This design comes from an exercise in tuning for small area and a short achievable clock period on the open sky130 flow, not from production work. In this exercise RTL edits were held to simulation tests only and were not proved equivalent to the original.

## run D
==> flow/design.v <==
package cpu_mem_pkg;
    localparam int MEM_ADDR_W = 8;
    localparam int MEM_DATA_W = 16;
    localparam int CNT_W = 4;
    typedef enum logic [1:0] {
        IDLE = 2'd0,
        WAIT = 2'd1,
        RESP = 2'd2
    } state_t;
endpackage
module resp_mem_array #(
    parameter int DATA_W = cpu_mem_pkg::MEM_DATA_W,
    parameter int DEPTH  = 200,
    parameter int NGRP   = 4
) (
    input  logic              clk,
    input  logic [DEPTH-1:0]  sel,
    input  logic              we,
    input  logic [DATA_W-1:0] wdata,
    output logic [NGRP-1:0][DATA_W-1:0] rpart
);
    localparam int GSIZE = (DEPTH + NGRP - 1) / NGRP;
    logic [DATA_W-1:0] mem_array [0:DEPTH-1];
    for (genvar i = 0; i < DEPTH; i++) begin : g_word
        resp_mem_word #(
            .DATA_W (DATA_W)
        ) u_word (
            .clk   (clk),
            .load  (we && sel[i]),
            .hold  (!(we && sel[i])),
            .wdata (wdata),
            .q     (mem_array[i])
        );
    end
    logic [NGRP-1:0][DATA_W-1:0] part;
    always_comb begin
        for (int g = 0; g < NGRP; g++) begin
            part[g] = '0;
            for (int i = g * GSIZE; i < (g + 1) * GSIZE && i < DEPTH; i++) begin
                part[g] = part[g] | (mem_array[i] & {DATA_W{sel[i]}});
            end
        end
    end
    always_ff @(posedge clk) begin
        rpart <= part;
    end
endmodule
module resp_mem_word #(
    parameter int DATA_W = cpu_mem_pkg::MEM_DATA_W
) (
    input  logic              clk,
    input  logic              load,
    input  logic              hold,
    input  logic [DATA_W-1:0] wdata,
    output logic [DATA_W-1:0] q
);
    always_ff @(posedge clk) begin
        q <= (q & {DATA_W{hold}}) | (wdata & {DATA_W{load}});
    end
endmodule
module cpu_mem_responder #(
    parameter int ADDR_W   = cpu_mem_pkg::MEM_ADDR_W,
    parameter int DATA_W   = cpu_mem_pkg::MEM_DATA_W,
    parameter int DEPTH    = 200,
    parameter int WAIT_CYC = 2
) (
    input  logic              clk,
    input  logic              rst,
    input  logic              req,
    input  logic              wr,
    input  logic [ADDR_W-1:0] addr,
    input  logic [DATA_W-1:0] wdata,
    output logic              ack,
    output logic [DATA_W-1:0] rdata,
    output logic              err,
    output logic              busy
);
    generate
        if (WAIT_CYC < 1 || WAIT_CYC > 15 || DEPTH < 1 ||
            64'(DEPTH) > (64'd1 << ADDR_W)) begin : g_param_check
            $error("cpu_mem_responder: illegal WAIT_CYC or DEPTH");
        end
    endgenerate
    localparam int NST  = WAIT_CYC + 1;    
    localparam int NGRP = 4;               
    logic [NST-1:0]    ph;
    logic              ack_reg;
    logic              err_reg;
    logic              busy_reg;
    logic              oor_q;       
    logic              rd_upd;      
    logic              rd_upd2;     
    logic              we_q;        
    logic [DEPTH-1:0]  sel_q;       
    logic [DATA_W-1:0] wdata_q;
    logic [DATA_W-1:0] rdata_reg;
    logic [NGRP-1:0][DATA_W-1:0] mem_rpart;
    logic [DATA_W-1:0] mem_rdata;
    logic              accept;
    logic              in_range;
    logic [DEPTH-1:0]  sel_dec;
    always_comb begin
        accept   = rst && req && (ph == '0);
        in_range = 32'(addr) < 32'(DEPTH);
        for (int i = 0; i < DEPTH; i++) begin
            sel_dec[i] = (32'(addr) == i);
        end
    end
    always_ff @(posedge clk) begin
        sel_q   <= sel_dec;
        wdata_q <= wdata;
        we_q    <= accept && wr;
    end
    resp_mem_array #(
        .DATA_W (DATA_W),
        .DEPTH  (DEPTH),
        .NGRP   (NGRP)
    ) u_mem (
        .clk   (clk),
        .sel   (sel_q),
        .we    (we_q),
        .wdata (wdata_q),
        .rpart (mem_rpart)
    );
    always_comb begin
        mem_rdata = '0;
        for (int g = 0; g < NGRP; g++) begin
            mem_rdata = mem_rdata | mem_rpart[g];
        end
    end
    always_ff @(posedge clk) begin
        if (!rst) begin
            ph        <= '0;
            ack_reg   <= 1'b0;
            err_reg   <= 1'b0;
            busy_reg  <= 1'b0;
            rd_upd    <= 1'b0;
            rd_upd2   <= 1'b0;
            rdata_reg <= '0;
        end else begin
            ph        <= {ph[NST-2:0], accept};
            ack_reg   <= ph[NST-1];
            err_reg   <= ph[NST-1] && oor_q;
            busy_reg  <= accept || (ph != '0);
            rd_upd    <= accept && (!wr || !in_range);
            rd_upd2   <= rd_upd;
            if (rd_upd2) begin
                rdata_reg <= mem_rdata;
            end
        end
    end
    always_ff @(posedge clk) begin
        if (accept) begin
            oor_q <= !in_range;
        end
    end
    assign ack   = ack_reg;
    assign err   = err_reg;
    assign busy  = busy_reg;
    assign rdata = rdata_reg;
endmodule
make LEC_CHECK=0 ABC_CLOCK_PERIOD_IN_PS=2400 CAP_MARGIN=20 CORE_MARGIN=2 CORE_UTILIZATION=40 CTS_CLUSTER_DIAMETER=100 CTS_CLUSTER_SIZE=25 SETUP_SLACK_MARGIN=2.4 SLEW_MARGIN=20 SYNTH_HIERARCHICAL=1 finish   # period 5.0 ns
run.sh (not shown) runs the stock make flow with config.mk's settings and CLKGATE_MAP_FILE= SYNTH_SCRIPT=/design/flow/synth_recipe.tcl, a recipe that flattens the netlist after the stock synthesis.
Run D ran to completion and came out clean on the timing, DRC and antenna checks.
## Diff of input files: run E against run D
Settings: swapping 2.4 for 2.3 in SETUP_SLACK_MARGIN; swapping 40 for 52 in CORE_UTILIZATION.
### Flow results
When run E is set beside run D, its non-clock buffer count turns out to be about 2.7% larger. Going from run D to run E, number of nets in the layout roughly the same; share of post-route cells with drive strength above 1 now smaller.

==> static timing again, ports no longer ideal <==
In the flow no input, the clock included, has a driving cell. The finished layouts below were timed again as built, in two steps.
Step 1 sets driving cells, clkbuf_16 on the clock port and buf_2 on the other inputs (assumed; they add their load-dependent delay and slew).
Step 2 times the ports against the registers' clock, not the clock port: input delays grow and output delays shrink by t, the midpoint of the rising clock arrivals with the driver on.
Three values: ideal ports, drivers, drivers and shift; two values: the first two.
run	t, ns	setup slack, ns	hold slack, ns
run D	0.989	2.247 / 2.223 / 1.234	0.441 / 0.421 / 0.441
run E	0.953	2.204 / 2.165 / 1.212	0.452 / 0.452 / 0.452
After both steps setup and hold are still met in every run listed. For run D, which loses most, drivers alone change the setup slack by -0.024 ns; drivers and shift together by -1.013 ns.
